This design comes from an exercise in tuning for small area, a short achievable clock period and few clock cycles per item on the open sky130 flow, not from production work. In this exercise RTL edits were held to simulation tests only and were not proved equivalent to the original. No activity file was given, so power comes from the tool's default toggle rates.

run 1:
## joystick_mouse_button_qualifier_unit
module joystick_mouse_button_qualifier_unit (
    input  logic                                i_clk,
    input  logic                                i_rst_n,
    input  logic                                s_axis_tvalid,
    output logic                                s_axis_tready,
    input  logic [jmbq_pkg::IN_TDATA_W-1:0]     s_axis_tdata,
    output logic                                m_axis_tvalid,
    input  logic                                m_axis_tready,
    output logic [jmbq_pkg::OUT_TDATA_W-1:0]    m_axis_tdata,
    input  logic                                i_cfg_we,
    input  logic [jmbq_pkg::CFG_IDX_W-1:0]      i_cfg_idx,
    input  logic [jmbq_pkg::CFG_DATA_W-1:0]     i_cfg_wdata
);
Settings: LEC_CHECK=0, CAP_MARGIN=20, CORE_MARGIN=2, CORE_UTILIZATION=40, CTS_CLUSTER_DIAMETER=132, CTS_CLUSTER_SIZE=24, PLACE_DENSITY=0.75, SLEW_MARGIN=20; clock period 10.0 ns.
standard.sh (not shown) runs the stock make flow with config.mk's settings and CLKGATE_MAP_FILE= SYNTH_SCRIPT=/design/flow/synth_recipe.tcl, a recipe that flattens the netlist after the stock synthesis.
==> flow/flow/run.sh <==
#!/bin/bash
# Standard synthesis and layout (the standard.sh, unchanged scripts); the
# differences from the standard flow's own layout are a larger setup slack margin for
# ORFS's repair_timing steps, so that repair keeps improving paths past the
# point where they meet the (unchanged) 10 ns constraint, and a plain buffer
# (sky130_fd_sc_hd__buf_2) as the cell that buffers every port.
set -euo pipefail
cd "$(dirname "$0")/.."
MARGIN=$(cat flow/margin.txt)
bash standard.sh synth > synth_make.log 2>&1
bash standard.sh SETUP_SLACK_MARGIN=$MARGIN "BUFFER_PORTS_ARGS=-buffer_cell sky130_fd_sc_hd__buf_2" finish > layout_make.log 2>&1
==> flow/flow/margin.txt <==
6.55
Run 1: flow completed, timing, DRC and antenna clean
Testbench counts of run 1, summed over its fixed seeds: cycles 3,288, polls 3,200.
Here is what was changed in the inputs of run 2 compared with run 1.
- PLACE_DENSITY: 0.75 -> unset
The more densely filled core belongs to run 2, not run 1. Relative to run 1, total power increased by about 1% in run 2. Smallest setup slack after layout on run 2 is ahead of run 1. Run 2 vs run 1 on global-route wire length before repair: run 2 is the higher one. [compare] base=run 1 new=run 2: first-iteration DRC count went down about 14%; combinational power went up about 2%. Run 2 vs run 1 — maximum clock frequency rose 1.8%. Between run 1 and run 2, cell count increased.
Input changes introduced in run 3 (baseline for comparison: run 2):
==> flow/flow/run.sh <==
#!/bin/bash
# Standard synthesis and layout (the standard.sh, unchanged scripts); the
# only difference from the standard flow's own layout is a larger setup slack margin for
# ORFS's repair_timing steps, so that repair keeps improving paths past the
# point where they meet the (unchanged) 10 ns constraint.
set -euo pipefail
cd "$(dirname "$0")/.."
MARGIN=$(cat flow/margin.txt)
bash standard.sh synth > synth_make.log 2>&1
bash standard.sh SETUP_SLACK_MARGIN=$MARGIN finish > layout_make.log 2>&1
### Flow results
Length of routed wiring on met1 was higher in the run labelled run 2. Compared with run 2, in run 3 post-route fraction of the period consumed by the critical path level; share of the final layout cell area in multi-input gates moved down; routed wire length per instance moved up. Final cell area: run 3 above run 2. Peak ir drop on the vdd network, run 3 vs run 2: down by a few percent. Worst hold slack sits higher in run 3 than in run 2. There was hardly any difference in area of the multi-input gates between run 2 and run 3. As far as standard-cell row count goes, run 3 and run 2 are indistinguishable; the numbers are identical. Going from run 2 to run 3, the layout overhead on the synthesized area was found to have gone up by 0.91 points.
Edits applied to the flow inputs when going from run 3 to run 4:
- setting PLACE_DENSITY to 0.85 for the first time
- changing CORE_UTILIZATION from 40 to 55
==> flow/flow/run.sh <==
#!/bin/bash
# Standard synthesis and layout (the standard.sh, unchanged scripts); the
# differences from the standard flow's own layout are a larger setup slack margin for
# ORFS's repair_timing steps, so that repair keeps improving paths past the
# point where they meet the (unchanged) 10 ns constraint, and a plain buffer
# (sky130_fd_sc_hd__buf_2) as the cell that buffers every port.
set -euo pipefail
cd "$(dirname "$0")/.."
MARGIN=$(cat flow/margin.txt)
bash standard.sh synth > synth_make.log 2>&1
bash standard.sh SETUP_SLACK_MARGIN=$MARGIN "BUFFER_PORTS_ARGS=-buffer_cell sky130_fd_sc_hd__buf_2" finish > layout_make.log 2>&1
Notes after the runs:
- Run 4 reached the final stage; the timing, DRC and antenna checks on its layout passed.
- Looking at run 4 and run 3, the sequential cell area in the final layout is a wash.
- Run 4 against run 3: antenna diode count fell by 1; cell count along the critical path fell by 12.
- When run 4 is set beside run 3, its met3 wire length turns out to be 1700 um larger.
- Run 4 reports a lower first-pass GRT wire length than run 3 does.
- Signed area change from the synthesized netlist to the final layout delta for run 4 relative to run 3: 2.7 points lower
- Run 4 ended up with a lower pin slew with the least headroom to its limit than run 3 did.
- In run 4 relative to run 3, floorplan core area had gone down by more than a quarter.
- Run 4 vs run 3, number of placed cells counting well taps went down by 459.
- Diff run 3 -> run 4: synthesized-area fraction occupied by ao, oa, aoi and oai cells was more or less identical; critical path arrival went down by 2.24 ns.

re-timing with driven ports:
The results above use ideal ports. As a check the final layouts listed here were re-extracted and re-timed, cells and wires unchanged.
Step 1 assumes that a clkbuf_16 drives the clock port and a buf_2 every other input.
Step 2 also shifts input and output timing later by t, the mid clock arrival at the registers, as if the neighbouring blocks saw the same clock.
Slacks: no drivers / after step 1 / after step 2; pairs: no drivers / after step 1.
run	t, ns	setup WS [ns]	worst hold slack (ns)	worst slew at a driven data input, ns
run 1	0.689	6.489 / 6.489 / 6.105	0.404 / 0.404 / 0.404	0.13
run 2	0.720	6.552 / 6.552 / 6.104	0.366 / 0.366 / 0.366	0.14
run 3	0.712	6.553 / 6.553 / 6.033	0.384 / 0.384 / 0.384	0.14
run 4	0.679	6.413 / 6.338 / 6.011	0.340 / 0.340 / 0.340	0.13
After both steps every run listed still meets setup and hold. For run 3, which loses most, drivers alone change the setup slack by 0.000 ns; drivers and shift together by -0.520 ns.
